Source: an optimization exercise on an open RTL-to-GDS flow (aim: small area, a short achievable clock period and few clock cycles). Production flows keep margins and buffers that such runs may drop.
Function was checked by simulation only, so behaviour that the tests miss may differ from the original.

$ cat flow/flow/run.sh
#!/bin/bash
set -euo pipefail
export BUFFER_PORTS_ARGS="-buffer_cell sky130_fd_sc_hd__buf_2"
bash standard.sh finish > standard_run.log 2>&1
$ cat flow/standard.sh
#!/bin/bash
# synth_recipe.tcl (not shown) runs the flow's synth.tcl, then flattens the netlist and writes it again
# the make line also repeats each setting of config.mk as NAME=value (left out here)
make -C /OpenROAD-flow-scripts/flow DESIGN_CONFIG=/design/flow/config.mk WORK_HOME=/design/flow/orfs CLKGATE_MAP_FILE= SYNTH_SCRIPT=/design/flow/synth_recipe.tcl "${@:-finish}"
$ cat flow/config.mk
export PLATFORM = sky130hd
export DESIGN_NAME = rv_muldiv
export DESIGN_NICKNAME = rv_muldiv
export VERILOG_FILES = /design/flow/design.v
export SDC_FILE = /design/flow/constraint.sdc
export NUM_CORES = 4
export LEC_CHECK = 0
export ABC_AREA = 1
export CAP_MARGIN = 20
export CORE_MARGIN = 2
export CORE_UTILIZATION = 45
export SETUP_SLACK_MARGIN = 4.8
export SLEW_MARGIN = 20
$ cat flow/constraint.sdc
create_clock -name core_clock -period 10.0 [get_ports {clk_i}]
set_input_delay 2.0000 -clock core_clock [delete_from_list [all_inputs] [get_ports {clk_i}]]
set_output_delay 2.0000 -clock core_clock [all_outputs]
set_load 0.01 [all_outputs]
$ cat flow/design.v
package rv_defs;
  typedef enum logic [2:0] {
    MD_MUL    = 3'b000,
    MD_MULH   = 3'b001,
    MD_MULHSU = 3'b010,
    MD_MULHU  = 3'b011,
    MD_DIV    = 3'b100,
    MD_DIVU   = 3'b101,
    MD_REM    = 3'b110,
    MD_REMU   = 3'b111
  } md_fun_e;
  localparam int S_IDLE = 0;
  localparam int S_MUL  = 1;   
  localparam int S_MULC = 2;   
  localparam int S_DIV0 = 3;   
  localparam int S_DIV  = 4;   
  localparam int S_DONE = 5;
  localparam int NumStates = 6;
  function automatic logic fun_is_div(logic [2:0] f);
    fun_is_div = f[2];
  endfunction
  function automatic logic fun_div_signed(logic [2:0] f);
    fun_div_signed = !f[0];
  endfunction
endpackage
module rv_divider (
  input  logic [31:0] x_i,
  output logic [5:0]  lz_o
);
  logic [15:0] z1;  logic [15:0][0:0] c1;
  logic [7:0]  z2;  logic [7:0][1:0]  c2;
  logic [3:0]  z3;  logic [3:0][2:0]  c3;
  logic [1:0]  z4;  logic [1:0][3:0]  c4;
  logic        z5;  logic [4:0]       c5;
  always_comb begin
    for (int i = 0; i < 16; i++) begin
      z1[i] = ~x_i[2*i+1] & ~x_i[2*i];
      c1[i] = ~x_i[2*i+1];
    end
    for (int i = 0; i < 8; i++) begin
      z2[i] = z1[2*i+1] & z1[2*i];
      c2[i] = z1[2*i+1] ? {1'b1, c1[2*i]} : {1'b0, c1[2*i+1]};
    end
    for (int i = 0; i < 4; i++) begin
      z3[i] = z2[2*i+1] & z2[2*i];
      c3[i] = z2[2*i+1] ? {1'b1, c2[2*i]} : {1'b0, c2[2*i+1]};
    end
    for (int i = 0; i < 2; i++) begin
      z4[i] = z3[2*i+1] & z3[2*i];
      c4[i] = z3[2*i+1] ? {1'b1, c3[2*i]} : {1'b0, c3[2*i+1]};
    end
    z5 = z4[1] & z4[0];
    c5 = z4[1] ? {1'b1, c4[0]} : {1'b0, c4[1]};
    lz_o = z5 ? 6'd32 : {1'b0, c5};
  end
endmodule
module rv_muldiv #(
  parameter int g_width = 32
) (
  input  logic               clk_i,
  input  logic               rst_n_i,
  input  logic               x_stall_i,
  input  logic               x_kill_i,
  input  logic               d_valid_i,
  input  logic               d_is_muldiv_i,
  input  logic [2:0]         d_fun_i,
  input  logic [g_width-1:0] d_rs1_i,
  input  logic [g_width-1:0] d_rs2_i,
  output logic               x_stall_req_o,
  output logic [g_width-1:0] x_rd_o,
  output logic               x_done_o
);
  localparam int NS = rv_defs::NumStates;
  logic [NS-1:0] st_q, st_d;       
  logic [32:0]   a_q, a_d;         
  logic [31:0]   l_q, l_d;         
  logic [39:0]   h_q, h_d;         
  logic [11:0]   bsel_q, bsel_d;   
  logic [4:0]    cnt_q, cnt_d;
  logic [2:0]    osel_q, osel_d;   
  logic          neg_q, neg_d, corr_q, corr_d;
  logic          busy_q;           
  logic          load, start;
  assign load  = d_valid_i & d_is_muldiv_i & st_q[rv_defs::S_IDLE];
  assign start = load & rst_n_i & ~x_kill_i;
  function automatic logic [11:0] booth_dec(logic [8:0] x);
    logic [3:0] one, two, neg;
    for (int j = 0; j < 4; j++) begin
      one[j] = x[2*j] ^ x[2*j+1];
      two[j] = (x[2*j+2] & ~x[2*j+1] & ~x[2*j]) | (~x[2*j+2] & x[2*j+1] & x[2*j]);
      neg[j] = x[2*j+2];
    end
    booth_dec = {neg, two, one};
  endfunction
  localparam logic [11:0] BoothPlusOne = 12'b0000_0000_0001;
  logic [3:0]  b_one, b_two, b_neg;
  logic [33:0] pp [4];
  logic [39:0] msum;
  assign {b_neg, b_two, b_one} = bsel_q;
  always_comb begin
    for (int j = 0; j < 4; j++)
      pp[j] = (({34{b_one[j]}} & {a_q[32], a_q}) |
               ({34{b_two[j]}} & {a_q, 1'b0})) ^ {34{b_neg[j]}};
  end
  localparam logic [39:0] SignFix = 40'h55_8000_0000;
  logic [39:0] r0, r1, r2, r3, r4, r5;
  logic [39:0] s1, c1, s2, c2, s3, c3, s4, c4;
  function automatic logic [79:0] csa(logic [39:0] x, logic [39:0] y, logic [39:0] z);
    csa = {((x & y) | (x & z) | (y & z)) << 1, x ^ y ^ z};
  endfunction
  assign r0 = {8'd0, ~h_q[39], h_q[38:8]};
  assign r1 = {6'd0, ~pp[0][33], pp[0][32:0]};
  assign r2 = {4'd0, ~pp[1][33], pp[1][32:0], 2'b0};
  assign r3 = {2'd0, ~pp[2][33], pp[2][32:0], 4'b0};
  assign r4 = {~pp[3][33], pp[3][32:0], 6'b0};
  assign r5 = SignFix | {33'd0, b_neg[3], 1'b0, b_neg[2], 1'b0, b_neg[1], 1'b0, b_neg[0]};
  assign {c1, s1} = csa(r0, r1, r2);
  assign {c2, s2} = csa(r3, r4, r5);
  assign {c3, s3} = csa(s1, c1, s2);
  assign {c4, s4} = csa(s3, c3, c2);
  function automatic logic [39:0] ks_add(logic [39:0] x, logic [39:0] y);
    logic [39:0] g, p, gn, pn;
    g = x & y;
    p = x ^ y;
    for (int d = 1; d < 40; d = d * 2) begin
      gn = g;
      pn = p;
      for (int i = d; i < 40; i++) begin
        gn[i] = g[i] | (p[i] & g[i-d]);
        pn[i] = p[i] & p[i-d];
      end
      g = gn;
      p = pn;
    end
    ks_add = (x ^ y) ^ {g[38:0], 1'b0};
  endfunction
  assign msum = ks_add(s4, c4);
  logic        sa, sb, bz, fsa, fsb;
  logic [5:0]  lz_a, lz_b;
  logic [6:0]  dd;
  logic [33:0] diff;
  logic        ge;
  assign fsa    = rv_defs::fun_div_signed(d_fun_i) & d_rs1_i[31];
  assign fsb    = rv_defs::fun_div_signed(d_fun_i) & d_rs2_i[31];
  rv_divider u_lz_a (.x_i(d_rs1_i ^ {32{fsa}}), .lz_o(lz_a));
  rv_divider u_lz_b (.x_i(d_rs2_i ^ {32{fsb}}), .lz_o(lz_b));
  assign sa     = h_q[32];
  assign sb     = h_q[33];
  assign bz     = (l_q == '0);
  assign dd     = {2'b00, cnt_q} - {1'b0, a_q[5:0]};
  assign diff = {2'b00, h_q[31:0]} + ({a_q[32], a_q} ^ {34{~sb}}) + {33'd0, ~sb};
  assign ge   = ~diff[33];
  logic [31:0] res, neg_out;
  assign res     = ({32{osel_q[2]}} & h_q[39:8]) |
                   ({32{osel_q[1]}} & h_q[31:0]) |
                   ({32{osel_q[0]}} & l_q);
  assign neg_out = (res ^ {32{neg_q}}) + {31'd0, neg_q};
  logic is_div;
  assign is_div = rv_defs::fun_is_div(d_fun_i);
  always_comb begin
    st_d    = st_q;
    a_d     = a_q;
    l_d     = l_q;
    h_d     = h_q;
    bsel_d  = bsel_q;
    cnt_d   = cnt_q;
    osel_d  = osel_q;
    neg_d   = neg_q;
    corr_d  = corr_q;
    case (1'b1)
      st_q[rv_defs::S_IDLE]: begin
        a_d    = {(d_fun_i[0] ^ d_fun_i[1]) & d_rs1_i[31], d_rs1_i};
        l_d    = d_rs2_i;
        bsel_d = booth_dec({d_rs2_i[7:0], 1'b0});
        corr_d = d_fun_i[1] & d_rs2_i[31];
        if (is_div) begin
          a_d[5:0] = lz_a - {5'd0, fsa};   
          h_d    = {5'd0, d_fun_i[1], fsb, fsa, d_rs1_i};
          cnt_d  = lz_b[5] ? 5'd31 : lz_b[4:0];
          osel_d = 3'b010;
          neg_d  = fsa;
        end else begin
          cnt_d  = 5'd3;
          h_d    = '0;
          osel_d = (d_fun_i[1:0] != 2'b00) ? 3'b100 : 3'b001;
          neg_d  = 1'b0;
        end
        if (load) begin
          st_d = '0;
          st_d[is_div ? rv_defs::S_DIV0 : rv_defs::S_MUL] = 1'b1;
        end
      end
      st_q[rv_defs::S_MUL]: begin
        h_d    = msum;
        l_d    = {msum[7:0], l_q[31:8]};
        bsel_d = (cnt_q == 5'd0) ? BoothPlusOne : booth_dec(l_q[15:7]);
        cnt_d  = cnt_q - 5'd1;
        if (cnt_q == 5'd0) begin
          st_d = '0;
          st_d[corr_q ? rv_defs::S_MULC : rv_defs::S_DONE] = 1'b1;
        end
      end
      st_q[rv_defs::S_MULC]: begin
        h_d    = msum;
        osel_d = 3'b010;
        st_d   = '0;
        st_d[rv_defs::S_DONE] = 1'b1;
      end
      st_q[rv_defs::S_DIV0]: begin
        a_d    = {sb, l_q} << dd[4:0];
        h_d    = {h_q[39:32], neg_out};
        l_d    = bz ? '1 : '0;
        cnt_d  = dd[4:0];
        osel_d = h_q[34] ? 3'b010 : 3'b001;
        neg_d  = h_q[34] ? sa : (sa ^ sb) & ~bz;
        st_d   = '0;
        st_d[(bz | dd[6]) ? rv_defs::S_DONE : rv_defs::S_DIV] = 1'b1;
      end
      st_q[rv_defs::S_DIV]: begin
        a_d   = {a_q[32], a_q[32:1]};
        h_d   = {h_q[39:32], ge ? diff[31:0] : h_q[31:0]};
        l_d   = {l_q[30:0], ge};
        cnt_d = cnt_q - 5'd1;
        if (cnt_q == 5'd0) begin
          st_d = '0;
          st_d[rv_defs::S_DONE] = 1'b1;
        end
      end
      st_q[rv_defs::S_DONE]: begin
        if (!x_stall_i) begin
          st_d = '0;
          st_d[rv_defs::S_IDLE] = 1'b1;
        end
      end
      default: begin
        st_d = '0;
        st_d[rv_defs::S_IDLE] = 1'b1;
      end
    endcase
    if (x_kill_i) begin
      st_d = '0;
      st_d[rv_defs::S_IDLE] = 1'b1;
    end
  end
  assign x_stall_req_o = ~x_kill_i & (start | busy_q);
  assign x_done_o      = ~x_kill_i & st_q[rv_defs::S_DONE];
  always_ff @(posedge clk_i or negedge rst_n_i) begin
    if (!rst_n_i) begin
      st_q   <= NS'(1) << rv_defs::S_IDLE;
      busy_q <= 1'b0;
    end else begin
      st_q   <= st_d;
      busy_q <= ~(st_d[rv_defs::S_IDLE] | st_d[rv_defs::S_DONE]);
    end
  end
  always_ff @(posedge clk_i) begin
    a_q    <= a_d;
    l_q    <= l_d;
    h_q    <= h_d;
    bsel_q <= bsel_d;
    cnt_q  <= cnt_d;
    osel_q <= osel_d;
    neg_q  <= neg_d;
    corr_q <= corr_d;
  end
  assign x_rd_o = neg_out;
endmodule
==> results of run 1 <==
## path summary, 6_finish.rpt
kind                           end  cells past startpoint  slack [ns]
max in group asynchronous  st_q[0]                      1        8.43
hold reg to reg            st_q[4]                      2        0.61
min in group asynchronous  st_q[3]                      1        1.34
setup reg to reg           h_q[21]                     21        4.84
hold / removal             st_q[4]                      2        0.61
setup / recovery           h_q[21]                     21        4.84
## critical path, delay by kind of cell (launching register included)
kind            cells  cell delay, ns
compound gates      3            0.61
fa+ha+maj           4            2.03
buf+inv             6            0.83
simple gates        7            0.78
xor+xnor            1            0.16
flops               1            0.48
## registers in the layout, summed over array words and instances, names as in the netlist
signal,flops
busy_q,1
st_q,6
osel_q,3
l_q,32
corr_q,1
cnt_q,5
a_q,33
neg_q,1
h_q,40
bsel_q,12
## synthesized netlist by cell type, types with 2 or more instances
cell type    n  share of area [%]
nand2_1    927                 16
inv_1      442                7.4
nor2_1     283                4.7
o21ai_0    250                5.6
nand3_1    227                5.1
a21oi_1    157                3.5
xor2_1     152                5.9
o22ai_1    143                4.0
edfxtp_1   127                 17
ha_1       126                7.0
fa_1        96                8.6
clkbuf_1    92                1.5
nand4_1     50                1.4
xnor2_1     45                1.8
o211ai_1    39                1.3
nor3_1      26               0.58
clkinv_1    20               0.33
mux2i_1     20               0.89
buf_2       18               0.40
o221ai_1    18               0.70
a31oi_1     16               0.45
and2_1      16               0.45
buf_1       16               0.27
nor2_2      12               0.33
or2_2       12               0.33
nand3b_1    11               0.37
o21bai_1    11               0.37
buf_4       10               0.33
a21o_1       9               0.30
o21ai_1      9               0.20
inv_2        8               0.13
dfrtp_1      6               0.67
a211oi_1     5               0.17
a21boi_0     5               0.17
a22oi_1      5               0.17
nor2_4       5               0.25
o21a_1       5               0.17
a221oi_1     4               0.16
nand2_2      4               0.11
o2111ai_1    4               0.16
a221o_1      3               0.13
a32o_1       3               0.13
nor4_1       3              0.084
nand3_2      2              0.089
## layout by cell type, fill, tap and decap left out, drive strengths merged, types with 6 or more instances in the layout
cell,synthesis,routed
a21o,9,9
a21oi,157,157
a31oi,16,16
and2,16,16
buf,45,189
clkbuf,92,18
clkinv,20,21
clkinvlp,0,20
dfrtp,6,6
edfxtp,127,127
fa,96,96
ha,126,126
inv,451,450
mux2i,20,20
nand2,932,932
nand3,229,229
nand3b,11,11
nand4,50,50
nor2,300,300
nor3,26,26
o211ai,39,39
o21ai,259,259
o21bai,11,11
o221ai,18,18
o22ai,143,143
or2,13,13
xnor2,46,46
xor2,153,153
## cell families (layout without fill, tap and decap cells)
group,after synthesis,in the layout,share of synthesized area [%]
simple gates,1580,1580,29.4
compound gates,694,694,18.0
buf+inv,608,699,10.5
fa+ha+maj,222,222,15.6
xor+xnor,199,199,7.84
flops,134,134,17.8
mux,20,20,0.893
other cells,0,4,0
## per-layer routing
| metal | wire (um) | global-route usage, % | vias up |
|---|---|---|---|
| li1 | - | - | 11700 |
| met2 | 46200 | 62.5 | 1719 |
| met5 | 0 | 0 | - |
| met4 | 7780 | 25.3 | 0 |
| met1 | 43800 | 56.7 | 12400 |
| met3 | 12700 | 9.56 | 329 |
## repair_timing
action | in CTS | in global routing
endpoints found under the setup margin | 53 | 39
gates cloned | 5 | 2
gates resized for setup | 23 | 45
buffers inserted | 31 | 24
pin swaps | 0 | 2
## final cells by class
class / instances / share of cell area [%]
Multi-Input combinational cell: 2715 / 65.4
Inverter: 471 / 7.33
Sequential cell: 134 / 16.1
Clock buffer: 18 / 1.77
Tap cell: 664 / 3.35
Antenna cell: 4 / 0.0404
Timing Repair Buffer: 189 / 5.15
Clock inverter: 14 / 0.636
Timing Repair inverter: 7 / 0.212
==> metrics.yaml, run 1 <==
outcome:
  status: "finished clean"
worst_setup_path:
  startpoint_type: "flip-flop"
  cpMaxStageDelayCell: "fa_1"
  critical_path.most_common_cell: "nand2_1"
  r2r-start: "bsel_q[4]"
  crit_type: "flip-flop to flip-flop"
  critPathMaxStageDelay_ns: 0.56
  path_max_fanout: 10
  cp-end-kind: "flip-flop"
  crit_arrival_ns: 5.41
  cp-startpoint: "bsel_q[4]"
  path_cells: "buf_12 > clkinvlp_4 > buf_4 > o22ai_1 > xor2_1 > fa_1 > inv_1 > fa_1 > fa_1 > ha_2 > nand2_1 > nor2_1 > inv_1 > nor2_1 > inv_1 > o21ai_0 > nand2_1 > nand2_1 > o21ai_0 > nand2_1 > nand2_1"
  cp.required_ns: 10.25
placement:
  pre_cts_ws_ns: 4.04
  gp_congestion: 1.02
  portBuffers: 106
  hpwl_mm: 87.2
  place_area_um2: 23400
  dp_cells: 4118
synthesis:
  async_reset_ff_share_pct: 5.22
  ys_seq_elements: 134
  synth.distinct_cells: 59
  synth-main-ff-cell: "edfxtp_1"
  synth-edff-count: 127
  synth.avg_cell_area_um2: 6.48
  ys_warn_count: 3
  syn_nets: 3752
  syn_inst: 3457
  syn_area_um2: 22400
  seq_area_frac_synth_pct: 17.8
finish:
  area_growth_pct: 10.5
  fin_util_pct: 50.5
  final-seq-area_um2: 3990
  drive_above_1_share_pct: 9.05
  final_cells: 4216
  multi_input_area_um2: 16200
  n_fill_cell: 5106
  fin_nets: 3830
  stdcell_area_um2: 24800
floorplan:
  die_height_um: 227
  start_util_pct: 45.7
  core_um2: 49100
  ios: 107
  die_w_um: 227
  dieArea_um2: 51600
  rows: 81
clock_tree:
  htreeDepth: 4
  path_clk_slew_ns: 0.08
  root_buffer: "clkbuf_16"
  cts_hold_buf: 0
  cts_tree: "yes"
  clockBufferDepth: 2
  clk_latency_ns: 0.50
  numCtsBuffers: 17
  cts_sinks: 134
drt:
  drt-pass1-iter-count: 8
  dr_total_vias: 26100
  postRouteWirelength_mm: 110
  drc_errors: 0
  ant_nets: 0
  drtIter0Drc: 3431
  viasPerCell: 6.20
  detail_route.wl_per_cell_um: 26.2
hold_path:
  worstHoldStart: "st_q[4]"
  hp-class: "flip-flop to flip-flop"
sta:
  period_share_pct: 51.6
  relSlewSlack_pct: 30.1
  tightest_slew_ns: 1.05
  hold_slack_ns: 0.614
  fmax_mhz: 194
  slew_violations: 0
  grt_setup_unrepaired: "yes"
  finClkSkew_ns: 0.0184
  hold_viol_final: 0
  setup_viol: 0
  finalWorstSetupSlack_ns: 4.84
  period_minus_slack_ns: 5.16
  fin_setup_tns_ns: 0
global_routing:
  grt_overflow_total: 0
  antenna_found_initial: 0
  grt_pass1_vias: 23900
  grt_usage_pct: 42.4
  grt_first_pass_wirelength_mm: 158
  grt_max_degree: 66
run:
  drv_cap: 0
Testbench counts, summed over its fixed seeds: cycles 21,290.
==> run 2, diff against run 1 <==
--- a/flow/config.mk
+++ b/flow/config.mk
@@ -9,5 +9,6 @@
 export CAP_MARGIN = 20
 export CORE_MARGIN = 2
 export CORE_UTILIZATION = 45
+export PLACE_DENSITY = 0.75
 export SETUP_SLACK_MARGIN = 4.8
 export SLEW_MARGIN = 20
==> metrics.yaml, run 2 <==
finish:
  final-seq-area_um2: 3990  # unchanged
  top_regs: "h_q: 40 flops, a_q: 33 flops, l_q: 32 flops"  # unchanged
  layout_common_cells: "nand2_1 (925), inv_1 (437), nor2_1 (280), o21ai_0 (243), nand3_1 (227)"  # was nand2_1 (925), inv_1 (433), nor2_1 (275), o21ai_0 (236), nand3_1 (226)
  drive_above_1_share_pct: 7.88  # was 9.05%
  multi_input_area_um2: 16100  # was 16200 um2
  fin_nets: 3810  # was 3830
  layout_commonest_cell: "nand2_1"  # unchanged
  num_antenna_cells: 0  # was 4
  largest_reg_flops: 40  # unchanged
  stdcell_area_um2: 24500  # was 24800 um2
  final_cells: 4192  # was 4216
  n_fill_cell: 5075  # was 5106
  regMostFlops: "h_q"  # unchanged
  area_growth_pct: 9.11  # was 10.5%
synthesis:
  netlist.top_cell.by_area: "edfxtp_1"  # unchanged
  synth-edff-count: 127  # unchanged
  synth_compound_area_share_pct: 18.0  # unchanged
  synth_top_family_by_area: "simple AND/OR/NAND/NOR gates"  # unchanged
  synth_xor_area_share_pct: 7.84  # unchanged
  yosys.area_share.simple_pct: 29.4  # unchanged
  seq_area_frac_synth_pct: 17.8  # unchanged
  syn_area_um2: 22400  # unchanged
  synthMuxAreaShare_pct: 0.893  # unchanged
  synth-main-ff-cell: "edfxtp_1"  # unchanged
  post-synth-top-area-fraction_pct: 17.0  # unchanged
  synth_area_leaders: "edfxtp_1 (17%), nand2_1 (16%), fa_1 (8.6%)"  # unchanged
  syn_inst: 3457  # unchanged
  ys_seq_elements: 134  # unchanged
  async_reset_ff_share_pct: 5.22  # unchanged
  ys_warn_count: 3  # unchanged
  syn_nets: 3752  # unchanged
  synth_most_common_cell: "nand2_1"  # unchanged
  synth.distinct_cells: 59  # unchanged
  synth_common_cells: "nand2_1 (927), inv_1 (442), nor2_1 (283), o21ai_0 (250), nand3_1 (227)"  # unchanged
  synthAdderAreaFrac_pct: 15.6  # unchanged
  synth.avg_cell_area_um2: 6.48  # unchanged
placement:
  hpwl_mm: 79.2  # was 87.2 mm
  pre_cts_ws_ns: 3.59  # was 4.04 ns
  place_area_um2: 23400  # about the same
  gp_congestion: 1.08  # was 1.02
  portBuffers: 106  # unchanged
  dp_cells: 4120  # was 4118
outcome:
  status: "finished clean"  # unchanged
clock_tree:
  numCtsBuffers: 17  # unchanged
  cts_hold_buf: 0  # unchanged
  clk_latency_ns: 0.48  # was 0.50 ns
  root_buffer: "clkbuf_16"  # unchanged
  clockBufferDepth: 2  # unchanged
  htreeDepth: 4  # unchanged
  path_clk_slew_ns: 0.07  # was 0.08 ns
  cts_tree: "yes"  # unchanged
  cts_sinks: 134  # unchanged
sta:
  fin_setup_tns_ns: 0  # unchanged
  hold_viol_final: 0  # unchanged
  relSlewSlack_pct: 29.4  # was 30.1%
  grt_setup_unrepaired: "yes"  # unchanged
  finClkSkew_ns: 0.0110  # was 0.0184 ns
  setup_viol: 0  # unchanged
  slew_violations: 0  # unchanged
  tightest_slew_ns: 1.05  # about the same
  fmax_mhz: 195  # was 194 MHz
  period_share_pct: 51.2  # was 51.6%
  period_minus_slack_ns: 5.12  # was 5.16 ns
  finalWorstSetupSlack_ns: 4.88  # was 4.84 ns
  hold_slack_ns: 0.588  # was 0.614 ns
worst_setup_path:
  crit_type: "flip-flop to flip-flop"  # unchanged
  cp.required_ns: 10.24  # was 10.25 ns
  crit_arrival_ns: 5.36  # was 5.41 ns
  cp-end-kind: "flip-flop"  # unchanged
  path_max_fanout: 9  # was 10
  startpoint_type: "flip-flop"  # unchanged
run:
  drv_cap: 0  # unchanged
drt:
  dr_total_vias: 25400  # was 26.1k
  drc_errors: 0  # unchanged
  drt-pass1-iter-count: 7  # was 8
  drtIter0Drc: 3621  # was 3431
  detail_route.wl_per_cell_um: 23.9  # was 26.2 um
  viasPerCell: 6.07  # was 6.20
  postRouteWirelength_mm: 100  # was 110 mm
  ant_nets: 0  # unchanged
global_routing:
  grt_overflow_total: 0  # unchanged
  grt_first_pass_wirelength_mm: 146  # was 158 mm
  grt_max_degree: 66  # unchanged
  antenna_found_initial: 1  # was 0
  grt_usage_pct: 38.7  # was 42.4%
  grt_pass1_vias: 22700  # was 23.9k
hold_path:
  hp-class: "flip-flop to flip-flop"  # unchanged
floorplan:
  dieArea_um2: 51600  # unchanged
  ios: 107  # unchanged
  die_w_um: 227  # unchanged
  core_um2: 49100  # unchanged
  start_util_pct: 45.7  # unchanged
  die_height_um: 227  # unchanged
  rows: 81  # unchanged
[run 2: cell counts after synthesis]
Identical to the previous run, type by type.
[run 2: final timing paths]
kind,startpoint,end,slack (ns),depth (start not counted)
max in group asynchronous,rst_n_i,st_q[0],8.39,1
min in group asynchronous,rst_n_i,st_q[1],1.36,1
hold / removal,corr_q,st_q[2],0.59,2
hold reg to reg,corr_q,st_q[2],0.59,2
setup / recovery,a_q[2],h_q[31],4.88,18
setup reg to reg,a_q[2],h_q[31],4.88,18
[run 2: routing by layer]
layer / vias up / track usage [%] / wire length (um)
li1: 11600 / - / -
met1: 11700 / 49.1 / 38000
met2: 1742 / 56.6 / 41600
met3: 392 / 10.1 / 11800
met4: 2 / 28.5 / 8940
met5: - / 0 / 16
[run 2: final cells by class]
cell class | count | share of cell area (%)
inverter | 471 | 7.44
multi-input combinational | 2715 | 65.9
clock buffer | 18 | 1.75
sequential | 134 | 16.3
timing repair inverter | 5 | 0.153
clock inverter | 14 | 0.619
timing repair buffer | 171 | 4.39
tap | 664 | 3.40
[run 2: timing repair]
action	in CTS	in global routing
pin swaps	0	2
setup endpoints to repair	50	46
buffers inserted	9	26
gates resized for setup	18	21
cloned	5	0
[run 2: cells by family (layout without fill, tap and decap cells)]
family,after synthesis,count (layout)
AOI/OAI and AO/OA,694,694
xor gates and xnor gates,199,199
adders and majority gates,222,222
buffers and inverters,608,679
DFF,134,134
muxes,20,20
and+or+nand+nor,1580,1580
[run 2: metrics by stage]
step / utilization (%)
global route: 49.9
global placement: 47.8
finish: 49.9
detailed placement: 47.8
CTS: 49.3
floorplan: -
[run 2: critical path: stages, from the launching register on]
cell        delay (ns)
edfxtp_1          0.50
clkinvlp_4        0.35
o22ai_1           0.25
xor2_1            0.26
fa_1              0.47
fa_1              0.44
ha_1              0.29
ha_1              0.48
nand3_1           0.38
nand2_2           0.30
a21oi_1           0.15
o21ai_1           0.34
nand3_1           0.12
nand2_1           0.17
nand2_1           0.07
nand2_1           0.05
o21ai_0           0.09
nand2_1           0.09
nand2_1           0.05
==> run 3, diff against run 2 <==
--- a/flow/config.mk
+++ b/flow/config.mk
@@ -5,7 +5,6 @@
 export SDC_FILE = /design/flow/constraint.sdc
 export NUM_CORES = 4
 export LEC_CHECK = 0
-export ABC_AREA = 1
 export CAP_MARGIN = 20
 export CORE_MARGIN = 2
 export CORE_UTILIZATION = 45
==> metrics.yaml, run 3 <==
sta:
  slew_violations: 0  # unchanged
  finalWorstSetupSlack_ns: 4.39  # was 4.88 ns
  period_minus_slack_ns: 5.61  # was 5.12 ns
  period_share_pct: 56.1  # was 51.2%
  tightest_slew_ns: 1.05  # about the same
  fin_setup_tns_ns: 0  # unchanged
  setup_viol: 0  # unchanged
  finClkSkew_ns: 0.0164  # was 0.0110 ns
  grt_setup_unrepaired: "yes"  # unchanged
  hold_viol_final: 0  # unchanged
  fmax_mhz: 178  # was 195 MHz
  relSlewSlack_pct: 29.6  # was 29.4%
finish:
  final-seq-area_um2: 4000  # was 3990 um2
  drive_above_1_share_pct: 22.1  # was 7.88%
  largest_reg_flops: 40  # unchanged
  multi_input_area_um2: 16400  # was 16100 um2
  final_cells: 3286  # was 4192
  fin_util_pct: 55.0  # was 49.9%
  area_growth_pct: 20.7  # was 9.11%
  layout_commonest_cell: "buf_4"  # was nand2_1
  layout_common_cells: "buf_4 (241), nand2_1 (201), xnor2_1 (193), nor2_1 (169), a21oi_1 (167)"  # was nand2_1 (925), inv_1 (437), nor2_1 (280), o21ai_0 (243), nand3_1 (227)
  fin_nets: 2966  # was 3810
  top_regs: "h_q: 40 flops, a_q: 33 flops, l_q: 32 flops"  # unchanged
  regMostFlops: "h_q"  # unchanged
  n_fill_cell: 4174  # was 5075
synthesis:
  synth.distinct_cells: 83  # was 59
  synth-main-ff-cell: "edfxtp_1"  # unchanged
  post-synth-top-area-fraction_pct: 18.5  # was 17.0%
  async_reset_ff_share_pct: 5.22  # unchanged
  syn_inst: 2487  # was 3457
  netlist.top_cell.by_area: "edfxtp_1"  # unchanged
  syn_area_um2: 20600  # was 22400 um2
  ys_warn_count: 3  # unchanged
  synth.avg_cell_area_um2: 8.30  # was 6.48 um2
  ys_seq_elements: 134  # unchanged
  syn_nets: 2782  # was 3752
  synth_area_leaders: "edfxtp_1 (18%), fa_1 (9.3%), xnor2_1 (9.0%)"  # was edfxtp_1 (17%), nand2_1 (16%), fa_1 (8.6%)
  synth_most_common_cell: "xnor2_1"  # was nand2_1
  seq_area_frac_synth_pct: 19.3  # was 17.8%
  synth-edff-count: 127  # unchanged
  synth_common_cells: "xnor2_1 (212), nand2_1 (202), a21oi_1 (180), clkbuf_1 (176), nor2_1 (173)"  # was nand2_1 (927), inv_1 (442), nor2_1 (283), o21ai_0 (250), nand3_1 (227)
global_routing:
  grt_max_degree: 86  # was 66
  grt_usage_pct: 39.6  # was 38.7%
  grt_first_pass_wirelength_mm: 138  # was 146 mm
  grt_overflow_total: 0  # unchanged
  antenna_found_initial: 5  # was 1
  grt_pass1_vias: 21100  # was 22.7k
worst_setup_path:
  cp_top_family: "compound AO/OA/AOI/OAI gates"  # was adder cells
  cp.required_ns: 8.00  # was 10.24 ns
  crit_arrival_ns: 3.61  # was 5.36 ns
  cp-end-kind: "primary output"  # was flip-flop
  critPathMaxStageDelay_ns: 0.58  # was 0.50 ns
  path_cells: "buf_6 > a222oi_1 > ha_2 > ha_4 > o221ai_4 > or2_1 > nor4b_2 > o22ai_1 > xor2_1 > buf_2"  # was clkinvlp_4 > o22ai_1 > xor2_1 > fa_1 > fa_1 > ha_1 > ha_1 > nand3_1 > nand2_2 > a21oi_1 > o21ai_1 > nand3_1 > nand2_1 > nand2_1 > nand2_1 > o21ai_0 > nand2_1 > nand2_1
  cp_num_buf_inv: 2  # was 1
  path_max_fanout: 4  # was 9
  crit_type: "flip-flop to primary output"  # was flip-flop to flip-flop
  cpMaxStageDelayCell: "a222oi_1"  # was edfxtp_1
  startpoint_type: "flip-flop"  # unchanged
clock_tree:
  numCtsBuffers: 17  # unchanged
  root_buffer: "clkbuf_16"  # unchanged
  htreeDepth: 4  # unchanged
  clk_latency_ns: 0.46  # was 0.48 ns
  cts_tree: "yes"  # unchanged
  cts_hold_buf: 0  # unchanged
  path_clk_slew_ns: 0.06  # was 0.07 ns
  clockBufferDepth: 2  # unchanged
  cts_sinks: 134  # unchanged
hold_path:
  hp-class: "flip-flop to flip-flop"  # unchanged
drt:
  drtIter0Drc: 3643  # was 3621
  viasPerCell: 6.92  # was 6.07
  postRouteWirelength_mm: 97.7  # was 100 mm
  drt-pass1-iter-count: 10  # was 7
  ant_nets: 0  # unchanged
  drc_errors: 0  # unchanged
  detail_route.wl_per_cell_um: 29.7  # was 23.9 um
  dr_total_vias: 22700  # was 25.4k
placement:
  hpwl_mm: 68.2  # was 79.2 mm
  gp_congestion: 1.03  # was 1.08
  portBuffers: 106  # unchanged
  dp_cells: 3028  # was 4120
  pre_cts_ws_ns: 3.52  # was 3.59 ns
run:
  drv_cap: 0  # unchanged
floorplan:
  die_w_um: 218  # was 227 um
  die_height_um: 218  # was 227 um
  start_util_pct: 45.6  # was 45.7%
  dieArea_um2: 47600  # was 51600 um2
  ios: 107  # unchanged
  rows: 78  # was 81
  core_um2: 45300  # was 49100 um2
outcome:
  status: "finished clean"  # unchanged
run 3: cell families after synthesis:
family,share of synthesized area [%]
AOI/OAI and AO/OA,25.8
xor gates and xnor gates,11.8
adders and majority gates,17.0
buffers and inverters,6.10
DFF,19.3
muxes,5.34
and+or+nand+nor,14.7
run 3: per-stage QoR:
step	area, um2	hold WS [ns]
finish	24900	0.579
global route	24900	0.609
CTS	23900	0.573
detailed placement	21500	0.562
global placement	21500	0.543
floorplan	20600	0.512
run 3: repair_timing:
| item | in CTS | in global routing |
|---|---|---|
| setup endpoints to repair | 64 | 51 |
| pin swaps | 57 | 69 |
| cloned | 0 | 3 |
| gates resized for setup | 89 | 116 |
| setup buffers | 181 | 39 |
run 3: final cells by class:
cell class | instances | area share, %
Clock buffer | 21 | 1.77
Clock inverter | 10 | 0.523
Multi-Input combinational cell | 2021 | 65.9
Inverter | 129 | 1.96
Tap cell | 600 | 3.01
Timing Repair Buffer | 368 | 10.7
Sequential cell | 134 | 16.0
Antenna cell | 3 | 0.0301
run 3: path summary, 6_finish.rpt:
kind                           start  slack [ns]    endpoint  cells past startpoint
min reg2reg                   corr_q        0.58     st_q[2]                      2
max                        osel_q[0]        4.39  x_rd_o[22]                     10
max reg2reg                bsel_q[4]        4.76     h_q[26]                     19
min                           corr_q        0.58     st_q[2]                      2
max in group asynchronous    rst_n_i        8.39     st_q[0]                      1
min in group asynchronous    rst_n_i        1.37     st_q[5]                      1
run 3: per-layer routing:
layer	track usage, %	up-vias	part of all wire [%]
met4	30.2	4	10
met5	0	-	0.030
met3	11.0	550	13
met2	59.0	1802	41
met1	48.5	10800	35
li1	-	9545	-
run 3: worst min-delay path, cell delays in order, from the launching register on:
cell,delay [ns]
edfxtp_1,0.36
a32oi_1,0.09
nor2_1,0.09
==> run 4, diff against run 3 <==
--- a/flow/config.mk
+++ b/flow/config.mk
@@ -5,9 +5,10 @@
 export SDC_FILE = /design/flow/constraint.sdc
 export NUM_CORES = 4
 export LEC_CHECK = 0
+export ABC_AREA = 1
 export CAP_MARGIN = 20
 export CORE_MARGIN = 2
 export CORE_UTILIZATION = 45
-export PLACE_DENSITY = 0.75
+export PLACE_DENSITY = 0.88
 export SETUP_SLACK_MARGIN = 4.8
 export SLEW_MARGIN = 20
==> metrics.yaml, run 4 <==
drt:
  ant_nets: 0  # unchanged
  drtIter0Drc: 3923  # was 3643
  detail_route.wl_per_cell_um: 24.2  # was 29.7 um
  drc_errors: 0  # unchanged
  viasPerCell: 6.16  # was 6.92
  postRouteWirelength_mm: 102  # was 97.7 mm
  dr_total_vias: 25800  # was 22.7k
  drt-pass1-iter-count: 10  # unchanged
global_routing:
  grt_usage_pct: 38.9  # was 39.6%
  grt_pass1_vias: 22900  # was 21.1k
  grt_overflow_total: 0  # unchanged
  grt_first_pass_wirelength_mm: 147  # was 138 mm
  grt_max_degree: 66  # was 86
  antenna_found_initial: 4  # was 5
worst_setup_path:
  cpMaxStageDelayCell: "fa_1"  # was a222oi_1
  cp-end-kind: "flip-flop"  # was primary output
  crit_type: "flip-flop to flip-flop"  # was flip-flop to primary output
  path_cells: "buf_4 > clkinvlp_4 > buf_4 > buf_4 > buf_4 > o22ai_1 > xor2_1 > fa_1 > fa_1 > fa_1 > ha_1 > nand2_1 > nor2_1 > inv_1 > nor4_1 > o21ai_0 > nand3_1 > nand2_1 > a21oi_1"  # was buf_6 > a222oi_1 > ha_2 > ha_4 > o221ai_4 > or2_1 > nor4b_2 > o22ai_1 > xor2_1 > buf_2
  crit_arrival_ns: 5.52  # was 3.61 ns
  startpoint_type: "flip-flop"  # unchanged
  critPathMaxStageDelay_ns: 0.53  # was 0.58 ns
  cp.required_ns: 10.32  # was 8.00 ns
  path_max_fanout: 11  # was 4
  critical_path.most_common_cell: "buf_4"
sta:
  fin_setup_tns_ns: 0  # unchanged
  period_minus_slack_ns: 5.20  # was 5.61 ns
  finClkSkew_ns: 0.0138  # was 0.0164 ns
  period_share_pct: 52.0  # was 56.1%
  tightest_slew_ns: 1.19  # was 1.05 ns
  relSlewSlack_pct: 19.6  # was 29.6%
  grt_setup_unrepaired: "yes"  # unchanged
  hold_viol_final: 0  # unchanged
  slew_violations: 0  # unchanged
  setup_viol: 0  # unchanged
  hold_slack_ns: 0.572  # was 0.579 ns
  fmax_mhz: 192  # was 178 MHz
placement:
  gp_congestion: 1.10  # was 1.03
  portBuffers: 106  # unchanged
  hpwl_mm: 78.6  # was 68.2 mm
finish:
  layout_commonest_cell: "nand2_1"  # was buf_4
  multi_input_area_um2: 16200  # was 16400 um2
  layout_common_cells: "nand2_1 (923), inv_1 (437), nor2_1 (280), o21ai_0 (233), nand3_1 (226)"  # was buf_4 (241), nand2_1 (201), xnor2_1 (193), nor2_1 (169), a21oi_1 (167)
  drive_above_1_share_pct: 8.06  # was 22.1%
  largest_reg_flops: 40  # unchanged
  top_regs: "h_q: 40 flops, a_q: 33 flops, l_q: 32 flops"  # unchanged
  fin_nets: 3807  # was 2966
  n_fill_cell: 5000  # was 4174
  area_growth_pct: 9.38  # was 20.7%
  final-seq-area_um2: 3990  # was 4000 um2
  regMostFlops: "h_q"  # unchanged
floorplan:
  ios: 107  # unchanged
  die_height_um: 227  # was 218 um
  core_um2: 49100  # was 45300 um2
  die_w_um: 227  # was 218 um
  start_util_pct: 45.7  # was 45.6%
  dieArea_um2: 51600  # was 47600 um2
  rows: 81  # was 78
synthesis:
  synth_area_leaders: "edfxtp_1 (17%), nand2_1 (16%), fa_1 (8.6%)"  # was edfxtp_1 (18%), fa_1 (9.3%), xnor2_1 (9.0%)
  ys_seq_elements: 134  # unchanged
  post-synth-top-area-fraction_pct: 17.0  # was 18.5%
  netlist.top_cell.by_area: "edfxtp_1"  # unchanged
  synth-main-ff-cell: "edfxtp_1"  # unchanged
  syn_nets: 3752  # was 2782
  ys_warn_count: 3  # unchanged
  synth-edff-count: 127  # unchanged
  synth_common_cells: "nand2_1 (927), inv_1 (442), nor2_1 (283), o21ai_0 (250), nand3_1 (227)"  # was xnor2_1 (212), nand2_1 (202), a21oi_1 (180), clkbuf_1 (176), nor2_1 (173)
  async_reset_ff_share_pct: 5.22  # unchanged
  syn_inst: 3457  # was 2487
  synth.distinct_cells: 59  # was 83
  synth_most_common_cell: "nand2_1"  # was xnor2_1
  synth.avg_cell_area_um2: 6.48  # was 8.30 um2
  syn_area_um2: 22400  # was 20600 um2
  seq_area_frac_synth_pct: 17.8  # was 19.3%
outcome:
  status: "finished clean"  # unchanged
clock_tree:
  clk_latency_ns: 0.48  # was 0.46 ns
  htreeDepth: 4  # unchanged
  path_clk_slew_ns: 0.07  # was 0.06 ns
  root_buffer: "clkbuf_16"  # unchanged
  clockBufferDepth: 2  # unchanged
  cts_tree: "yes"  # unchanged
  cts_sinks: 134  # unchanged
  cts_hold_buf: 0  # unchanged
  numCtsBuffers: 17  # unchanged
run:
  drv_cap: 0  # unchanged
hold_path:
  hp-class: "flip-flop to flip-flop"  # unchanged
==> run 4: worst max-delay path: cells and delay by family, from the launching register on <==
| family | cells | cell delay, ns |
|---|---|---|
| AOI/OAI and AO/OA | 3 | 0.64 |
| xor gates and xnor gates | 1 | 0.22 |
| adders and majority gates | 4 | 1.93 |
| buffers and inverters | 6 | 0.90 |
| DFF | 1 | 0.40 |
| and+or+nand+nor | 5 | 0.92 |
==> run 4: metal layers <==
metal | vias to the layer above | wire [um] | track usage, %
li1 | 11600 | - | -
met1 | 11700 | 36300 | 48.3
met2 | 2059 | 41000 | 55.7
met3 | 507 | 14200 | 12.1
met4 | 0 | 10200 | 30.8
met5 | - | 0 | 0
==> run 4: final cells by class <==
class | count | share of cell area, %
Multi-Input combinational cell | 2715 | 65.9
Sequential cell | 134 | 16.3
Inverter | 471 | 7.42
Timing Repair Buffer | 168 | 4.38
Tap cell | 664 | 3.39
Clock buffer | 19 | 1.77
Clock inverter | 13 | 0.699
Timing Repair inverter | 5 | 0.153
Antenna cell | 4 | 0.0408
==> run 4: cells by family after synthesis <==
logic type | synth area share, %
simple gates | 29.4
compound gates | 18.0
buf+inv | 10.5
fa+ha+maj | 15.6
xor+xnor | 7.84
flops | 17.8
mux | 0.893
==> run 4: per-stage QoR <==
| step | cell area (um2) | std cells | setup slack [ns] | util [%] |
|---|---|---|---|---|
| 2_1_floorplan | 22400 | 3457 | 5.41 | - |
| 3_3_place_gp | 23400 | 4119 | 3.77 | 47.8 |
| 3_5_place_dp | 23400 | 4119 | 3.54 | 47.8 |
| 4_1_cts | 24200 | 4161 | 4.77 | 49.3 |
| 5_1_grt | 24500 | 4189 | 4.71 | 50.0 |
| 6_report | 24500 | 4193 | 4.80 | 50.0 |
==> run 4: timing repair <==
item                                   in CTS  in global routing
buffers inserted                            5                 28
gates cloned                                5                  0
setup endpoints to repair                  46                 44
endpoints found under the hold margin       0                  0
pin swaps                                   0                  4
gates resized for setup                    15                 40
==> run 4: worst paths after layout <==
kind / start / end / slack (ns) / cells past startpoint
worst min register to register: corr_q / st_q[2] / 0.57 / 2
min in group asynchronous: rst_n_i / st_q[1] / 1.36 / 1
worst max-delay path: bsel_q[5] / h_q[36] / 4.80 / 19
worst max register to register: bsel_q[5] / h_q[36] / 4.80 / 19
worst min-delay path: corr_q / st_q[2] / 0.57 / 2
max in group asynchronous: rst_n_i / st_q[0] / 8.40 / 1
==> run 5, diff against run 4 <==
--- a/flow/config.mk
+++ b/flow/config.mk
@@ -9,6 +9,6 @@
 export CAP_MARGIN = 20
 export CORE_MARGIN = 2
 export CORE_UTILIZATION = 45
-export PLACE_DENSITY = 0.88
+export PLACE_DENSITY = 0.65
 export SETUP_SLACK_MARGIN = 4.8
 export SLEW_MARGIN = 20
==> metrics.yaml, run 5 <==
drt:
  drt-pass1-iter-count: 7  # was 10
  ant_nets: 0  # unchanged
  postRouteWirelength_mm: 101  # was 102 mm
  detail_route.wl_per_cell_um: 24.0  # was 24.2 um
  viasPerCell: 6.03  # was 6.16
  drtIter0Drc: 3643  # was 3923
  dr_total_vias: 25300  # was 25.8k
  drc_errors: 0  # unchanged
global_routing:
  grt_pass1_vias: 22900  # about the same
  grt_overflow_total: 0  # unchanged
  grt_first_pass_wirelength_mm: 146  # was 147 mm
  grt_usage_pct: 38.6  # was 38.9%
  antenna_found_initial: 1  # was 4
  grt_max_degree: 66  # unchanged
placement:
  pre_cts_ws_ns: 3.74  # was 3.54 ns
  gp_congestion: 1.08  # was 1.10
  hpwl_mm: 78.3  # was 78.6 mm
  portBuffers: 106  # unchanged
  dp_cells: 4120  # was 4119
hold_path:
  hp-class: "flip-flop to flip-flop"  # unchanged
  worstHoldStart: "corr_q"  # unchanged
  min_path_cells: 2  # unchanged
  hold_end: "st_q[2]"  # unchanged
worst_setup_path:
  critPathMaxStageDelay_ns: 0.89  # was 0.53 ns
  cp_num_buf_inv: 5  # was 6
  cp_top_family: "adder cells"  # unchanged
  crit_arrival_ns: 5.38  # was 5.52 ns
  cpMaxStageDelayCell: "o21ai_0"  # was fa_1
  r2r_slack_ns: 4.84  # was 4.80 ns
  cp.required_ns: 10.22  # was 10.32 ns
  path_cells: "clkinvlp_4 > buf_4 > o22ai_1 > xor2_1 > fa_1 > inv_1 > fa_1 > inv_1 > ha_1 > ha_1 > fa_1 > inv_1 > o21ai_1 > o21ai_0 > nand2_1 > nand2_1 > o21ai_0"  # was buf_4 > clkinvlp_4 > buf_4 > buf_4 > buf_4 > o22ai_1 > xor2_1 > fa_1 > fa_1 > fa_1 > ha_1 > nand2_1 > nor2_1 > inv_1 > nor4_1 > o21ai_0 > nand3_1 > nand2_1 > a21oi_1
  path_max_fanout: 5  # was 11
  r2r-start: "bsel_q[4]"  # was bsel_q[5]
  startpoint_type: "flip-flop"  # unchanged
  regToRegEndpoint: "l_q[30]"  # was h_q[36]
  crit_type: "flip-flop to flip-flop"  # unchanged
  r2r.worst_path.cells: 17  # was 19
  cp-end-kind: "flip-flop"  # unchanged
finish:
  layout_commonest_cell: "nand2_1"  # unchanged
  drive_above_1_share_pct: 8.13  # was 8.06%
  n_fill_cell: 5141  # was 5000
  layout_common_cells: "nand2_1 (926), inv_1 (437), nor2_1 (280), o21ai_0 (241), nand3_1 (226)"  # was nand2_1 (923), inv_1 (437), nor2_1 (280), o21ai_0 (233), nand3_1 (226)
  num_antenna_cells: 0  # was 4
  area_growth_pct: 9.42  # was 9.38%
  largest_reg_flops: 40  # unchanged
  fin_nets: 3812  # was 3807
  final_cells: 4194  # was 4193
  regMostFlops: "h_q"  # unchanged
  top_regs: "h_q: 40 flops, a_q: 33 flops, l_q: 32 flops"  # unchanged
sta:
  period_minus_slack_ns: 5.16  # was 5.20 ns
  finClkSkew_ns: 0.0171  # was 0.0138 ns
  fmax_mhz: 194  # was 192 MHz
  hold_viol_final: 0  # unchanged
  finalWorstSetupSlack_ns: 4.84  # was 4.80 ns
  period_share_pct: 51.6  # was 52.0%
  tightest_slew_ns: 1.09  # was 1.19 ns
  relSlewSlack_pct: 26.6  # was 19.6%
  slew_violations: 0  # unchanged
  grt_setup_unrepaired: "yes"  # unchanged
  fin_setup_tns_ns: 0  # unchanged
  setup_viol: 0  # unchanged
  hold_slack_ns: 0.572  # about the same
synthesis:
  synth_area_leaders: "edfxtp_1 (17%), nand2_1 (16%), fa_1 (8.6%)"  # unchanged
  synth.avg_cell_area_um2: 6.48  # unchanged
  synth-edff-count: 127  # unchanged
  syn_inst: 3457  # unchanged
  ys_warn_count: 3  # unchanged
  syn_nets: 3752  # unchanged
  synth_common_cells: "nand2_1 (927), inv_1 (442), nor2_1 (283), o21ai_0 (250), nand3_1 (227)"  # unchanged
  seq_area_frac_synth_pct: 17.8  # unchanged
  ys_seq_elements: 134  # unchanged
  syn_area_um2: 22400  # unchanged
  synth_most_common_cell: "nand2_1"  # unchanged
  synth.distinct_cells: 59  # unchanged
  synth-main-ff-cell: "edfxtp_1"  # unchanged
  async_reset_ff_share_pct: 5.22  # unchanged
  netlist.top_cell.by_area: "edfxtp_1"  # unchanged
  post-synth-top-area-fraction_pct: 17.0  # unchanged
floorplan:
  die_w_um: 227  # unchanged
  dieArea_um2: 51600  # unchanged
  ios: 107  # unchanged
  start_util_pct: 45.7  # unchanged
  core_um2: 49100  # unchanged
  die_height_um: 227  # unchanged
  rows: 81  # unchanged
run:
  drv_cap: 0  # unchanged
clock_tree:
  clockBufferDepth: 2  # unchanged
  cts_sinks: 134  # unchanged
  cts_tree: "yes"  # unchanged
  root_buffer: "clkbuf_16"  # unchanged
  clk_latency_ns: 0.48  # about the same
  path_clk_slew_ns: 0.08  # was 0.07 ns
  htreeDepth: 4  # unchanged
  cts_hold_buf: 0  # unchanged
  numCtsBuffers: 17  # unchanged
outcome:
  status: "finished clean"  # unchanged
-- run 5: layout make-up --
class,instances,area [um2],share of cell area [%]
clock buffer,21,514,2.10
timing repair buffer,173,1090,4.46
sequential,134,3990,16.3
multi-input combinational,2715,16100,65.8
timing repair inverter,5,37.5,0.153
clock inverter,11,92.6,0.377
inverter,471,1820,7.42
tap,664,831,3.39
-- run 5: worst register-to-register path, stage by stage, from the launching register on --
cell and delay [ns]:
edfxtp_1 0.48, clkinvlp_4 0.22, buf_4 0.18, o22ai_1 0.18, xor2_1 0.11, fa_1 0.49, inv_1 0.05, fa_1 0.50
inv_1 0.05, ha_1 0.27, ha_1 0.22, fa_1 0.63, inv_1 0.17, o21ai_1 0.17, o21ai_0 0.89, nand2_1 0.13
nand2_1 0.11, o21ai_0 0.08
-- run 5: per-stage QoR --
stage	cell area [um2]	utilization, %
global placement	23400	47.8
global route	24500	50.0
floorplan	22400	-
detailed placement	23400	47.8
finish	24500	50.0
CTS	24200	49.4
-- run 5: layer usage --
metal	wire [um]	GRT usage, %	up-vias
met5	73	0	-
met4	9460	29.9	4
met3	12800	12.7	435
met2	41000	55.8	1757
met1	37200	47.2	11500
li1	-	-	11600
-- run 5: how the worst max path moves through the flow --
stage | start | to | depth (start not counted)
5_1_grt | bsel_q[8] | h_q[21] | 20
3_3_place_gp | bsel_q[9] | h_q[21] | 18
6_report | bsel_q[4] | l_q[30] | 17
4_1_cts | bsel_q[8] | h_q[32] | 19
3_5_place_dp | bsel_q[9] | h_q[32] | 18
2_1_floorplan | bsel_q[9] | h_q[34] | 22
-- run 5: kinds of logic (layout without fill, tap and decap cells) --
| group | Yosys count | in the layout | share of synthesized area, % |
|---|---|---|---|
| and+or+nand+nor | 1580 | 1580 | 29.4 |
| DFF | 134 | 134 | 17.8 |
| AOI/OAI and AO/OA | 694 | 694 | 18.0 |
| xor gates and xnor gates | 199 | 199 | 7.84 |
| adders and majority gates | 222 | 222 | 15.6 |
| buffers and inverters | 608 | 681 | 10.5 |
| muxes | 20 | 20 | 0.893 |
-- run 5: timing repair --
action                     in CTS  in global routing
pin swaps                       0                  1
setup buffers                  14                 23
cloned                          5                  0
resized for setup              19                 26
setup endpoints to repair      48                 47
==> run 6, diff against run 5 <==
--- a/flow/config.mk
+++ b/flow/config.mk
@@ -9,6 +9,6 @@
 export CAP_MARGIN = 20
 export CORE_MARGIN = 2
 export CORE_UTILIZATION = 45
-export PLACE_DENSITY = 0.65
-export SETUP_SLACK_MARGIN = 4.8
+export PLACE_DENSITY = 0.75
+export SETUP_SLACK_MARGIN = 5.0
 export SLEW_MARGIN = 20
==> metrics.yaml, run 6 <==
clock_tree:
  clockBufferDepth: 2  # unchanged
  clk_latency_ns: 0.49  # was 0.48 ns
  cts_hold_buf: 0  # unchanged
  cts_sinks: 134  # unchanged
  numCtsBuffers: 17  # unchanged
  path_clk_slew_ns: 0.07  # was 0.08 ns
  htreeDepth: 4  # unchanged
  root_buffer: "clkbuf_16"  # unchanged
  cts_tree: "yes"  # unchanged
finish:
  drive_above_1_share_pct: 9.59  # was 8.13%
  layout_commonest_cell: "nand2_1"  # unchanged
  regMostFlops: "h_q"  # unchanged
  layout_common_cells: "nand2_1 (919), inv_1 (434), nor2_1 (269), o21ai_0 (236), nand3_1 (220)"  # was nand2_1 (926), inv_1 (437), nor2_1 (280), o21ai_0 (241), nand3_1 (226)
  num_antenna_cells: 0  # unchanged
  fin_nets: 3827  # was 3812
  final-seq-area_um2: 3990  # unchanged
  largest_reg_flops: 40  # unchanged
  n_fill_cell: 5022  # was 5141
  multi_input_area_um2: 16300  # was 16100 um2
  area_growth_pct: 11.0  # was 9.42%
  stdcell_area_um2: 24900  # was 24500 um2
  fin_util_pct: 50.7  # was 50.0%
  top_regs: "h_q: 40 flops, a_q: 33 flops, l_q: 32 flops"  # unchanged
worst_setup_path:
  cp_top_family: "simple AND/OR/NAND/NOR gates"  # was adder cells
  cpMaxStageDelayCell: "edfxtp_1"  # was o21ai_0
  crit_arrival_ns: 2.97  # was 5.38 ns
  critical_path.most_common_cell: "nand2_1"
  path_cells: "buf_12 > buf_4 > nand2_1 > nand3_2 > xor2_1 > inv_1 > ha_4 > nand3_4 > nor2_4 > nand2_2 > nor2_4 > nand2_1 > nand2_1 > and2_1 > buf_2"  # was clkinvlp_4 > buf_4 > o22ai_1 > xor2_1 > fa_1 > inv_1 > fa_1 > inv_1 > ha_1 > ha_1 > fa_1 > inv_1 > o21ai_1 > o21ai_0 > nand2_1 > nand2_1 > o21ai_0
  critPathMaxStageDelay_ns: 0.43  # was 0.89 ns
  path_max_fanout: 7  # was 5
  cp-end-kind: "primary output"  # was flip-flop
  cp-startpoint: "osel_q[1]"  # was bsel_q[4]
  startpoint_type: "flip-flop"  # unchanged
  r2r_slack_ns: 5.06  # was 4.84 ns
  r2r-start: "bsel_q[0]"  # was bsel_q[4]
  cp_num_buf_inv: 4  # was 5
  crit_type: "flip-flop to primary output"  # was flip-flop to flip-flop
  cp.required_ns: 8.00  # was 10.22 ns
sta:
  fin_setup_tns_ns: 0  # unchanged
  tightest_slew_ns: 1.06  # was 1.09 ns
  period_share_pct: 49.7  # was 51.6%
  finClkSkew_ns: 0.0133  # was 0.0171 ns
  period_minus_slack_ns: 4.97  # was 5.16 ns
  fmax_mhz: 201  # was 194 MHz
  grt_setup_unrepaired: "yes"  # unchanged
  hold_viol_final: 0  # unchanged
  relSlewSlack_pct: 28.9  # was 26.6%
  setup_viol: 0  # unchanged
  finalWorstSetupSlack_ns: 5.03  # was 4.84 ns
  slew_violations: 0  # unchanged
synthesis:
  ys_seq_elements: 134  # unchanged
  async_reset_ff_share_pct: 5.22  # unchanged
  synth-main-ff-cell: "edfxtp_1"  # unchanged
  synth_area_leaders: "edfxtp_1 (17%), nand2_1 (16%), fa_1 (8.6%)"  # unchanged
  synth_most_common_cell: "nand2_1"  # unchanged
  synth_common_cells: "nand2_1 (927), inv_1 (442), nor2_1 (283), o21ai_0 (250), nand3_1 (227)"  # unchanged
  synth.avg_cell_area_um2: 6.48  # unchanged
  syn_nets: 3752  # unchanged
  netlist.top_cell.by_area: "edfxtp_1"  # unchanged
  syn_area_um2: 22400  # unchanged
  syn_inst: 3457  # unchanged
  post-synth-top-area-fraction_pct: 17.0  # unchanged
  synth-edff-count: 127  # unchanged
  synth.distinct_cells: 59  # unchanged
  seq_area_frac_synth_pct: 17.8  # unchanged
  ys_warn_count: 3  # unchanged
global_routing:
  grt_pass1_vias: 22800  # was 22.9k
  antenna_found_initial: 0  # was 1
  grt_overflow_total: 0  # unchanged
  grt_usage_pct: 38.8  # was 38.6%
  grt_max_degree: 66  # unchanged
  grt_first_pass_wirelength_mm: 146  # about the same
floorplan:
  ios: 107  # unchanged
  dieArea_um2: 51600  # unchanged
  start_util_pct: 45.7  # unchanged
  rows: 81  # unchanged
  die_w_um: 227  # unchanged
  core_um2: 49100  # unchanged
  die_height_um: 227  # unchanged
drt:
  drtIter0Drc: 3634  # was 3643
  dr_total_vias: 25800  # was 25.3k
  postRouteWirelength_mm: 101  # about the same
  drt-pass1-iter-count: 14  # was 7
  viasPerCell: 6.13  # was 6.03
  ant_nets: 0  # unchanged
  drc_errors: 0  # unchanged
  detail_route.wl_per_cell_um: 24.1  # was 24.0 um
placement:
  hpwl_mm: 79.2  # was 78.3 mm
  place_area_um2: 23400  # unchanged
  portBuffers: 106  # unchanged
  gp_congestion: 1.08  # about the same
  pre_cts_ws_ns: 3.59  # was 3.74 ns
hold_path:
  hp-class: "flip-flop to flip-flop"  # unchanged
  worstHoldStart: "corr_q"  # unchanged
run:
  drv_cap: 0  # unchanged
outcome:
  status: "finished clean"  # unchanged
[run 6: cell counts after synthesis]
No cell type changed its count.
[run 6: logic make-up (layout without fill, tap and decap cells)]
family                   after synthesis  after routing  share of synthesized area (%)
XOR/XNOR                             199            199                           7.84
adder cells (fa/ha/maj)              222            222                           15.6
buffers and inverters                608            696                           10.5
multiplexers                          20             20                          0.893
flip-flops                           134            134                           17.8
AO/OA/AOI/OAI                        694            694                           18.0
AND/OR/NAND/NOR                     1580           1580                           29.4
[run 6: per-layer routing]
layer	track usage [%]	vias to the layer above	share of wire (%)
li1	-	11700	-
met1	49.5	11800	37
met2	56.5	1946	41
met3	9.69	420	12
met4	29.5	0	9.2
met5	0	-	0
[run 6: worst paths after layout]
kind | to | depth (start not counted)
hold reg to reg | st_q[2] | 2
setup reg to reg | h_q[39] | 15
min in group asynchronous | st_q[1] | 1
max in group asynchronous | st_q[0] | 1
setup / recovery | x_rd_o[22] | 15
hold / removal | st_q[2] | 2
[run 6: worst register-to-register path: stages, from the launching register on]
cell and delay (ns):
edfxtp_1 0.40, buf_4 0.16, buf_4 0.13, o21ai_0 0.61, xor2_1 0.20, ha_1 0.39, fa_1 0.45, fa_1 0.52
ha_1 0.44, a21oi_1 0.34, o21a_1 0.22, nor2_1 0.06, a2111oi_0 0.52, nand2_1 0.10, nand2_1 0.09, a21oi_1 0.06
[run 6: through the flow]
step	hold WS (ns)	std cells
after floorplan	0.497	3457
after global routing	0.634	4209
after detailed placement	0.584	4120
final	0.595	4209
after global placement	0.559	4120
after CTS	0.595	4180
[run 6: repair_timing]
item	4_1_cts	5_1_grt
buffers inserted	22	27
pin swaps	2	10
setup endpoints to repair	64	48
resized for setup	35	70
cloned	6	1
[run 6: area by class of cell]
| type | instances | share of cell area [%] |
|---|---|---|
| clock buffer | 18 | 1.72 |
| clock inverter | 14 | 0.608 |
| inverter | 471 | 7.31 |
| multi-input combinational | 2715 | 65.5 |
| sequential | 134 | 16.0 |
| tap | 664 | 3.34 |
| timing repair buffer | 188 | 5.32 |
| timing repair inverter | 5 | 0.151 |

-- re-timing with driven ports --
The results above use ideal ports. As a check the final layouts listed here were re-extracted and re-timed, cells and wires unchanged. Step 1 (the two cells are an assumption about what drives the block):
set clk [get_ports {clk_i}]
set_driving_cell -lib_cell sky130_fd_sc_hd__clkbuf_16 $clk
set_driving_cell -lib_cell sky130_fd_sc_hd__buf_2 [delete_from_list [all_inputs] $clk]
Step 2, shift: input delay + t, output delay - t, t = (earliest + latest rising clock arrival at the registers) / 2. This alone moves slack from input paths to output paths. Three values: ideal, step 1, step 2; two values: the first two.
run	t (ns)	setup slack, ns	slew at the worst register clock pin (ns)	worst data-port slew with drivers (ns)
run 1	0.554	4.843 / 4.843 / 4.843	0.08 / 0.08	0.04
run 2	0.535	4.879 / 4.879 / 4.879	0.07 / 0.07	0.05
run 3	0.508	4.390 / 4.335 / 4.295	0.07 / 0.07	0.14
run 4	0.534	4.799 / 4.799 / 4.799	0.07 / 0.07	0.08
run 5	0.532	4.842 / 4.842 / 4.842	0.08 / 0.08	0.04
run 6	0.544	5.033 / 4.975 / 5.060	0.08 / 0.08	0.05
After both steps every run listed still meets setup and hold. The setup slack of run 3, which loses most, moves by -0.055 ns with the drivers and by -0.095 ns with both steps.
